Context: an optimization exercise on an open-source flow, tuned for small area and a short achievable clock period. The choices shown serve that exercise and are no tape-out recipe. In this exercise RTL edits were held to simulation tests only and were not proved equivalent to the original. Power is estimated from default activity; no workload was simulated.

// button_press_classifier_queue_unit
module button_press_classifier_queue_unit (
   input  logic        clock,
   input  logic        reset,
   input  logic        req_valid,
   output logic        req_stall,
   input  logic [40:0] req_payload_bits,
   output logic        rsp_valid,
   input  logic        rsp_stall,
   output logic [13:0] rsp_payload_bits,
   input  logic        csr_valid,
   output logic        csr_ready,
   input  logic [1:0]  csr_index,
   input  logic [15:0] csr_wdata
);
Size: roughly 2,600 cells after synthesis, ~420 flip-flops, roughly 81 I/O pins, ~24,000 um^2 of cells after synthesis.
==> flow/config.mk <==
export PLATFORM = sky130hd
export DESIGN_NAME = button_press_classifier_queue_unit
export DESIGN_NICKNAME = button_press_classifier_queue_unit
export VERILOG_FILES = /design/flow/design.v
export SDC_FILE = /design/flow/constraint.sdc
export NUM_CORES = 4
export LEC_CHECK = 0
export CAP_MARGIN = 20
export CORE_MARGIN = 2
export CORE_UTILIZATION = 40
export SLEW_MARGIN = 20
export SYNTH_HIERARCHICAL = 1
==> flow/constraint.sdc <==
create_clock -name core_clock -period 10.5 [get_ports {clock}]
set_input_delay 2.1000 -clock core_clock [delete_from_list [all_inputs] [get_ports {clock}]]
set_output_delay 2.1000 -clock core_clock [all_outputs]
set_load 0.01 [all_outputs]
standard.sh (not shown) runs the stock make flow with config.mk's settings and CLKGATE_MAP_FILE= SYNTH_SCRIPT=/design/flow/synth_recipe.tcl, a recipe that flattens the netlist after the stock synthesis.
==> flow/flow/run.sh <==
#!/bin/bash
# Own layout flow: the standard ORFS layout (standard.sh, with its
# unchanged synthesis), with these layout knobs changed on make's command
# line:
#  - the setup repair margin, so that repair_timing works towards the
#    period the design can reach rather than stopping 5 ns short of 10.5 ns;
#  - the port buffer cell: a plain buffer instead of the delay buffer that
#    buffer_ports picks by default. Every port is still buffered;
#  - clock tree synthesis: clkbuf_8 buffers in larger sink clusters and no
#    dummy loads. The clock still reaches every register through buffers.
# The full make output goes to run_flow.log in the work folder; ORFS's own
# per-step logs stay under orfs/logs.
set -euo pipefail
MARGIN=${OWN_SETUP_MARGIN:-6.0}
CTS="-sink_clustering_enable -repair_clock_nets -dont_use_dummy_load"
CTS="$CTS -buf_list sky130_fd_sc_hd__clkbuf_8"
CTS="$CTS -sink_clustering_size 20 -sink_clustering_max_diameter 60"
bash standard.sh \
  "SETUP_SLACK_MARGIN=${MARGIN}" \
  "BUFFER_PORTS_ARGS=-buffer_cell sky130_fd_sc_hd__buf_2" \
  "CTS_ARGS=${CTS}" \
  finish > run_flow.log 2>&1
The first run finished with timing, DRC and antenna clean.
Edit:
--- a/flow/config.mk
+++ b/flow/config.mk
@@ -10,3 +10,2 @@
 export CORE_UTILIZATION = 40
 export SLEW_MARGIN = 20
-export SYNTH_HIERARCHICAL = 1
=>
- The changed run finished clean
- area after synthesis drops by 3.5%
- clock power drops by about 5.4%
- worst hold slack gets worse by 7.2 ps
- non-clock buffer count climbs by 1
- die area drops by about 3.5%
- setup slack is about the same
Edit:
--- a/flow/flow/run.sh
+++ b/flow/flow/run.sh
@@ -15,5 +15,5 @@
 CTS="-sink_clustering_enable -repair_clock_nets -dont_use_dummy_load"
 CTS="$CTS -buf_list sky130_fd_sc_hd__clkbuf_8"
-CTS="$CTS -sink_clustering_size 20 -sink_clustering_max_diameter 60"
+CTS="$CTS -sink_clustering_size 16 -sink_clustering_max_diameter 50"
 bash standard.sh \
   "SETUP_SLACK_MARGIN=${MARGIN}" \
--- a/flow/config.mk
+++ b/flow/config.mk
@@ -8,4 +8,4 @@
 export CAP_MARGIN = 20
 export CORE_MARGIN = 2
-export CORE_UTILIZATION = 40
+export CORE_UTILIZATION = 60
 export SLEW_MARGIN = 20
What happened: Global-route usage goes up by 9.8 points. Final area goes down by 0.88%. Setup slack is about the same. Power goes up by 3.2%. Clock-buffer cell count goes up by 10. Clock power goes up by 11%. Core utilization goes up by 21 points.

The RTL this note starts from:
==> flow/design.v <==
`timescale 1ns / 1ps
package bpcq_pkg;
   localparam int unsigned LEVEL_W  = 8;
   localparam int unsigned TIME_W   = 32;
   localparam int unsigned COUNT_W  = 16;
   localparam int unsigned CSR_IDX_W = 2;
   localparam int unsigned NUM_BUTTONS_DEF = 8;
   localparam int unsigned QUEUE_DEPTH_DEF = 16;
   localparam logic OP_SCAN = 1'b0;
   localparam logic OP_POP  = 1'b1;
   localparam logic [CSR_IDX_W-1:0] CSR_SHORT_TICKS   = 2'd0;
   localparam logic [CSR_IDX_W-1:0] CSR_LONG_TICKS    = 2'd1;
   localparam logic [CSR_IDX_W-1:0] CSR_BEEP_TICKS    = 2'd2;
   localparam logic [CSR_IDX_W-1:0] CSR_GATHER_WINDOW = 2'd3;
   localparam logic [COUNT_W-1:0] SHORT_TICKS_RST   = 16'd5;
   localparam logic [COUNT_W-1:0] LONG_TICKS_RST    = 16'd100;
   localparam logic [COUNT_W-1:0] BEEP_TICKS_RST    = 16'd10;
   localparam logic [COUNT_W-1:0] GATHER_WINDOW_RST = 16'd100;
   typedef struct packed {
      logic               op;
      logic [LEVEL_W-1:0] buttons_high;
      logic [TIME_W-1:0]  now_ms;
   } req_type;
   typedef struct packed {
      logic               beep_start;
      logic               beep_stop;
      logic               event_queued;
      logic               event_dropped;
      logic               pop_valid;
      logic [LEVEL_W-1:0] pop_mask;
      logic               pop_long;
   } rsp_type;
   typedef struct packed {
      logic [COUNT_W-1:0] short_ticks;
      logic [COUNT_W-1:0] long_ticks;
      logic [COUNT_W-1:0] beep_ticks;
      logic [COUNT_W-1:0] gather_window_ms;
   } cfg_type;
   typedef struct packed {
      logic               long_flag;
      logic [LEVEL_W-1:0] mask;
   } entry_type;
   typedef struct packed {
      logic      valid;
      entry_type entry;
   } push_type;
   typedef struct packed {
      logic empty;
      logic full;
   } qstat_type;
   typedef struct packed {
      logic beep_start;
      logic beep_stop;
      logic event_queued;
      logic event_dropped;
   } scan_flags_type;
endpackage
`timescale 1ns / 1ps
module bpcq_pre (
   input  logic [15:0] last_lo,
   input  logic [15:0] win,
   output logic [15:0] e_lo,
   output logic        e_wrap
);
   logic [15:0] g, p, x;
   always_comb begin
      g = last_lo & win;
      p = last_lo | win;
      x = p & ~g;
      for (int w = 1; w < 16; w = w * 2) begin
         for (int j = 0; j < 16; j++) begin
            if ((j / w) % 2 == 1) begin
               g[j] = g[j] | (p[j] & g[(j / w) * w - 1]);
               p[j] = p[j] & p[(j / w) * w - 1];
            end
         end
      end
      e_lo[0] = x[0];
      for (int j = 1; j < 16; j++) e_lo[j] = x[j] ^ g[j-1];
      e_wrap = g[15];
   end
endmodule
`timescale 1ns / 1ps
`timescale 1ns / 1ps
module button_press_classifier_queue_unit (
   input  logic        clock,
   input  logic        reset,
   input  logic        req_valid,
   output logic        req_stall,
   input  logic [40:0] req_payload_bits,
   output logic        rsp_valid,
   input  logic        rsp_stall,
   output logic [13:0] rsp_payload_bits,
   input  logic        csr_valid,
   output logic        csr_ready,
   input  logic [1:0]  csr_index,
   input  logic [15:0] csr_wdata
);
   logic        op;
   logic [7:0]  lvl;
   logic [31:0] now;
   assign op  = req_payload_bits[40];
   assign lvl = req_payload_bits[39:32];
   assign now = req_payload_bits[31:0];
   logic rsp_valid_ff, req_fire, scan_en, pop_en;
   assign req_stall = rsp_valid_ff && rsp_stall;
   assign req_fire  = req_valid && !req_stall;
   assign scan_en   = req_fire && !op;
   assign pop_en    = req_fire && op;
   assign csr_ready = 1'b1;
   assign rsp_valid = rsp_valid_ff;
   always_ff @(posedge clock) begin
      if (reset) rsp_valid_ff <= 1'b0;
      else       rsp_valid_ff <= req_fire || (rsp_valid_ff && rsp_stall);
   end
   logic [15:0] nsm1_ff, nlong_ff, beep_t_ff, win_ff;
   always_ff @(posedge clock) begin
      if (reset) begin
         nsm1_ff   <= -16'd5;
         nlong_ff  <= ~16'd100;
         beep_t_ff <= 16'd10;
         win_ff    <= 16'd100;
      end else if (csr_valid) begin
         case (csr_index)
            2'd0: nsm1_ff   <= -csr_wdata;
            2'd1: nlong_ff  <= ~csr_wdata;
            2'd2: beep_t_ff <= csr_wdata;
            default: win_ff <= csr_wdata;
         endcase
      end
   end
   logic        short_nz;
   logic [7:0]  ge_min, ge_long, rose;
   assign short_nz = (nsm1_ff != 16'd0);
   for (genvar i = 0; i < 8; i++) begin : g_lane
      logic [15:0] hold_ff;
      logic        g_s, p_s, g_l, p_l;
      always_comb begin
         logic [15:0] gs, ps, gl, pl;
         gs = hold_ff & nsm1_ff;
         ps = hold_ff | nsm1_ff;
         gl = hold_ff & nlong_ff;
         pl = hold_ff | nlong_ff;
         for (int w = 1; w < 16; w = w * 2) begin
            for (int j = 2 * w - 1; j < 16; j = j + 2 * w) begin
               gs[j] = gs[j] | (ps[j] & gs[j-w]);
               ps[j] = ps[j] & ps[j-w];
               gl[j] = gl[j] | (pl[j] & gl[j-w]);
               pl[j] = pl[j] & pl[j-w];
            end
         end
         g_s = gs[15];
         p_s = ps[15];
         g_l = gl[15];
         p_l = pl[15];
      end
      assign ge_long[i] = g_l || p_l;
      assign ge_min[i]  = !short_nz || g_s || ge_long[i];
      assign rose[i]    = !lvl[i] && short_nz && p_s && !g_s;
      logic [16:0] ones;
      logic        inc_en, clr;
      always_comb begin
         ones[0] = 1'b1;
         for (int k = 0; k < 16; k++) ones[k+1] = ones[k] & hold_ff[k];
      end
      assign inc_en = scan_en && !lvl[i] && !ones[16];
      assign clr    = reset || (scan_en && lvl[i]);
      always_ff @(posedge clock) begin
         if (clr) hold_ff <= '0;
         else     hold_ff <= hold_ff ^ ({16{inc_en}} & ones[15:0]);
      end
   end
   logic [15:0] beep_ff;
   logic        beep_le1, start, beep_stop;
   assign beep_le1  = (beep_ff[15:1] == 15'd0);
   assign beep_stop = (beep_ff == 16'd1);
   assign start     = beep_le1 && (rose != 8'd0);
   always_ff @(posedge clock) begin
      if (reset) begin
         beep_ff <= '0;
      end else if (scan_en) begin
         beep_ff <= start ? beep_t_ff : (beep_le1 ? 16'd0 : beep_ff - 16'd1);
      end
   end
   logic [7:0]  pmask_ff, mask, mm;
   logic        plong_ff, lm, mask_any, fire, quiet;
   logic [31:0] last_ff;
   logic [3:0]  head_ff, tail_ff, head_p1, tail_p1;
   logic        full_ff, to_full, empty, full;
   logic [15:0] e_lo;
   logic        e_wrap, win_zero;
   bpcq_pre u_pre (
      .last_lo  (last_ff[15:0]),
      .win      (win_ff),
      .e_lo     (e_lo),
      .e_wrap   (e_wrap)
   );
   assign win_zero = (win_ff == 16'd0);
   assign head_p1  = (head_ff == 4'd14) ? 4'd0 : head_ff + 4'd1;
   assign tail_p1  = (tail_ff == 4'd14) ? 4'd0 : tail_ff + 4'd1;
   assign to_full  = (head_p1 == tail_ff);
   assign empty    = (head_ff == tail_ff) && !full_ff;
   assign full     = full_ff;
   assign mask     = lvl & ge_min;
   assign mask_any = (mask != 8'd0);
   assign mm       = pmask_ff | mask;
   assign lm       = plong_ff | ((lvl & ge_long) != 8'd0);
   logic [15:0] now_lo, now_hi, g1, p1, g2, p2, hd;
   logic [16:0] inc_m;
   logic        ge_lo, ge_end, hi_eq0, hi_eq1, hi_zero, lo_in;
   assign now_lo = now[15:0];
   assign now_hi = now[31:16];
   always_comb begin
      inc_m[0] = 1'b1;
      for (int k = 0; k < 16; k++) inc_m[k+1] = inc_m[k] & last_ff[16+k];
      hd     = now_hi ^ last_ff[31:16];
      hi_eq0 = (hd == 16'd0);
      hi_eq1 = (hd == inc_m[15:0]);
      g1 = now_lo & ~last_ff[15:0];
      p1 = now_lo | ~last_ff[15:0];
      g2 = now_lo & ~e_lo;
      p2 = now_lo | ~e_lo;
      for (int w = 1; w < 16; w = w * 2) begin
         for (int j = 2 * w - 1; j < 16; j = j + 2 * w) begin
            g1[j] = g1[j] | (p1[j] & g1[j-w]);
            p1[j] = p1[j] & p1[j-w];
            g2[j] = g2[j] | (p2[j] & g2[j-w]);
            p2[j] = p2[j] & p2[j-w];
         end
      end
      ge_lo   = g1[15] | p1[15];
      ge_end  = g2[15] | p2[15];
      hi_zero = ge_lo ? hi_eq0 : hi_eq1;
      lo_in   = e_wrap ? (ge_lo | !ge_end) : (ge_lo & !ge_end);
      quiet   = !(hi_zero && lo_in);
   end
   assign fire = mask_any ? win_zero : ((pmask_ff != 8'd0) && quiet);
   always_ff @(posedge clock) begin
      if (reset) begin
         pmask_ff <= '0;
         plong_ff <= 1'b0;
         head_ff  <= '0;
         tail_ff  <= '0;
         full_ff  <= 1'b0;
      end else begin
         if (scan_en) begin
            pmask_ff <= fire ? 8'd0 : mm;
            plong_ff <= fire ? 1'b0 : lm;
            if (fire && !full) begin
               head_ff <= head_p1;
               full_ff <= to_full;
            end
         end
         if (pop_en && !empty) begin
            tail_ff <= tail_p1;
            full_ff <= 1'b0;
         end
      end
   end
   always_ff @(posedge clock) begin
      if (scan_en && !reset && mask_any) last_ff <= now;
   end
   logic [8:0] mem [0:14];
   logic [8:0] rd_slot [0:15];
   logic [8:0] rd_entry;
   always_ff @(posedge clock) begin
      if (!full) mem[head_ff] <= {lm, mm};
   end
   always_comb begin
      for (int k = 0; k < 15; k++) rd_slot[k] = mem[k];
      rd_slot[15] = mem[14];
   end
   assign rd_entry = rd_slot[tail_ff];
   logic       bs_ff, bp_ff, eq_ff, ed_ff, pv_ff;
   logic [8:0] pop_ff;
   always_ff @(posedge clock) begin
      if (!req_stall) begin
         bs_ff  <= !op && start;
         bp_ff  <= !op && beep_stop;
         eq_ff  <= !op && fire && !full;
         ed_ff  <= !op && fire && full;
         pv_ff  <= op && !empty;
         pop_ff <= (op && !empty) ? {rd_entry[7:0], rd_entry[8]} : 9'd0;
      end
   end
   assign rsp_payload_bits = {bs_ff, bp_ff, eq_ff, ed_ff, pv_ff, pop_ff};
endmodule
export LEC_CHECK = 0
export CAP_MARGIN = 20
export CORE_MARGIN = 2
export CORE_UTILIZATION = 40
export SLEW_MARGIN = 20
export SYNTH_HIERARCHICAL = 1
create_clock -name core_clock -period 10.5 [get_ports {clock}]
==> flow/flow/run.sh <==
#!/bin/bash
# Own layout flow: the standard ORFS layout (standard.sh, with its
# unchanged synthesis), with these layout knobs changed on make's command
# line:
#  - the setup repair margin, so that repair_timing works towards the
#    period the design can reach rather than stopping 5 ns short of 10.5 ns;
#  - the port buffer cell: a plain buffer instead of the delay buffer that
#    buffer_ports picks by default. Every port is still buffered;
#  - clock tree synthesis: clkbuf_8 buffers in larger sink clusters and no
#    dummy loads. The clock still reaches every register through buffers.
# The full make output goes to run_flow.log in the work folder; ORFS's own
# per-step logs stay under orfs/logs.
set -euo pipefail
MARGIN=${OWN_SETUP_MARGIN:-6.0}
CTS="-sink_clustering_enable -repair_clock_nets -dont_use_dummy_load"
CTS="$CTS -buf_list sky130_fd_sc_hd__clkbuf_8"
CTS="$CTS -sink_clustering_size 16 -sink_clustering_max_diameter 50"
bash standard.sh \
  "SETUP_SLACK_MARGIN=${MARGIN}" \
  "BUFFER_PORTS_ARGS=-buffer_cell sky130_fd_sc_hd__buf_2" \
  "CTS_ARGS=${CTS}" \
  finish > run_flow.log 2>&1
Change:
--- a/flow/flow/run.sh
+++ b/flow/flow/run.sh
@@ -7,5 +7,5 @@
 #  - the port buffer cell: a plain buffer instead of the delay buffer that
 #    buffer_ports picks by default. Every port is still buffered;
-#  - clock tree synthesis: clkbuf_8 buffers in larger sink clusters and no
+#  - clock tree synthesis: clkbuf_8 buffers at the sinks, clkbuf_4 in the tree, in larger sink clusters and no
 #    dummy loads. The clock still reaches every register through buffers.
 # The full make output goes to run_flow.log in the work folder; ORFS's own
@@ -14,9 +14,9 @@
 MARGIN=${OWN_SETUP_MARGIN:-6.0}
 CTS="-sink_clustering_enable -repair_clock_nets -dont_use_dummy_load"
-CTS="$CTS -buf_list sky130_fd_sc_hd__clkbuf_8"
-CTS="$CTS -sink_clustering_size 16 -sink_clustering_max_diameter 50"
+CTS="$CTS -buf_list sky130_fd_sc_hd__clkbuf_8 -tree_buf sky130_fd_sc_hd__clkbuf_4"
+CTS="$CTS -sink_clustering_size 20 -sink_clustering_max_diameter 55"
 bash standard.sh \
   "SETUP_SLACK_MARGIN=${MARGIN}" \
-  "BUFFER_PORTS_ARGS=-buffer_cell sky130_fd_sc_hd__buf_2" \
+  "BUFFER_PORTS_ARGS=-buffer_cell sky130_fd_sc_hd__buf_1" \
   "CTS_ARGS=${CTS}" \
   finish > run_flow.log 2>&1
What happened: Critical path depth climbs by 16. Via count drops by 0.78%. Flip-flop and latch count does not change. Setup slack gets worse by 22 ps. Clock power drops by 4.8%. Routed wire length hardly moves. Sequential share of layout area climbs by 0.40 points. Worst hold slack gets better by 5.0 ps. Utilization drops by 0.42 points.
Change:
--- a/flow/flow/run.sh
+++ b/flow/flow/run.sh
@@ -15,5 +15,5 @@
 CTS="-sink_clustering_enable -repair_clock_nets -dont_use_dummy_load"
 CTS="$CTS -buf_list sky130_fd_sc_hd__clkbuf_8 -tree_buf sky130_fd_sc_hd__clkbuf_4"
-CTS="$CTS -sink_clustering_size 20 -sink_clustering_max_diameter 55"
+CTS="$CTS -sink_clustering_size 16 -sink_clustering_max_diameter 50"
 bash standard.sh \
   "SETUP_SLACK_MARGIN=${MARGIN}" \
Outcome:
- The new run finished with timing, DRC and antenna clean
- setup slack gains 11 ps
- final cell count stays flat
- global-route usage is about the same
- area after synthesis stays the same
- sequential share of layout area goes down by 0.14 points
- wire length stays flat
Change:
- CAP_MARGIN: 20 -> 5
- SLEW_MARGIN: 20 -> 5
The new run passed the timing, DRC and antenna checks. Critical path depth is unchanged. Power came out lower by 0.36%. Combinational power hardly moves.
Change:
- CAP_MARGIN: 5 -> 20
- PLACE_DENSITY: unset -> 0.75
- SLEW_MARGIN: 5 -> 20
Outcome: Total power came out lower by a few percent. Wire length goes down by roughly a tenth. Worst setup slack got worse by 45 ps.
Change:
--- a/flow/flow/run.sh
+++ b/flow/flow/run.sh
@@ -7,5 +7,5 @@
 #  - the port buffer cell: a plain buffer instead of the delay buffer that
 #    buffer_ports picks by default. Every port is still buffered;
-#  - clock tree synthesis: clkbuf_8 buffers at the sinks, clkbuf_4 in the tree, in larger sink clusters and no
+#  - clock tree synthesis: clkbuf_4 and clkbuf_8 buffers in small sink clusters and no
 #    dummy loads. The clock still reaches every register through buffers.
 # The full make output goes to run_flow.log in the work folder; ORFS's own
@@ -14,6 +14,6 @@
 MARGIN=${OWN_SETUP_MARGIN:-6.0}
 CTS="-sink_clustering_enable -repair_clock_nets -dont_use_dummy_load"
-CTS="$CTS -buf_list sky130_fd_sc_hd__clkbuf_8 -tree_buf sky130_fd_sc_hd__clkbuf_4"
-CTS="$CTS -sink_clustering_size 16 -sink_clustering_max_diameter 50"
+CTS="$CTS -buf_list {sky130_fd_sc_hd__clkbuf_4 sky130_fd_sc_hd__clkbuf_8}"
+CTS="$CTS -sink_clustering_size 12 -sink_clustering_max_diameter 45"
 bash standard.sh \
   "SETUP_SLACK_MARGIN=${MARGIN}" \
- PLACE_DENSITY: 0.75 -> unset
Result: The changed run ran to the end with no violations; worst setup slack improves by 47 ps; wire length goes up by 9.8%; power went up by 7.8%; fmax rose by 1.0%; design area increases by 1.7%.

port drivers added, routing unchanged:
In the flow no input, the clock included, has a driving cell. The finished layouts below were timed again as built, in two steps.
Step 1 assumes that a clkbuf_16 drives the clock port and a buf_2 every other input.
Step 2, shift: input delay + t, output delay - t, t = (earliest + latest rising clock arrival at the registers) / 2. This alone moves slack from input paths to output paths.
a / b / c = no drivers / after step 1 / after step 2; a / b = the first two.
run	shift t [ns]	slack for setup (ns)	latest minus earliest clock arrival (ns)	pins driven straight from the clock port
the first run of note 1	0.678	6.008 / 5.965 / 5.534	0.114 / 0.114	1
the second run of note 1	0.672	6.007 / 5.963 / 5.398	0.102 / 0.102	1
the third run of note 1	0.687	6.004 / 5.960 / 5.341	0.075 / 0.076	1
the first run of note 2	0.698	6.009 / 5.966 / 5.587	0.089 / 0.090	1
the second run of note 2	0.675	5.987 / 5.966 / 5.603	0.081 / 0.082	1
the third run of note 2	0.698	5.998 / 5.966 / 5.601	0.074 / 0.075	1
the fourth run of note 2	0.684	5.997 / 5.965 / 5.581	0.065 / 0.065	1
the fifth run of note 2	0.633	5.951 / 5.951 / 5.561	0.078 / 0.077	1
the sixth run of note 2	0.708	5.998 / 5.966 / 5.555	0.098 / 0.097	1
After both steps every run listed still meets setup and hold. The setup slack of the third run of note 1, which loses most, moves by -0.044 ns with the drivers and by -0.663 ns with both steps.
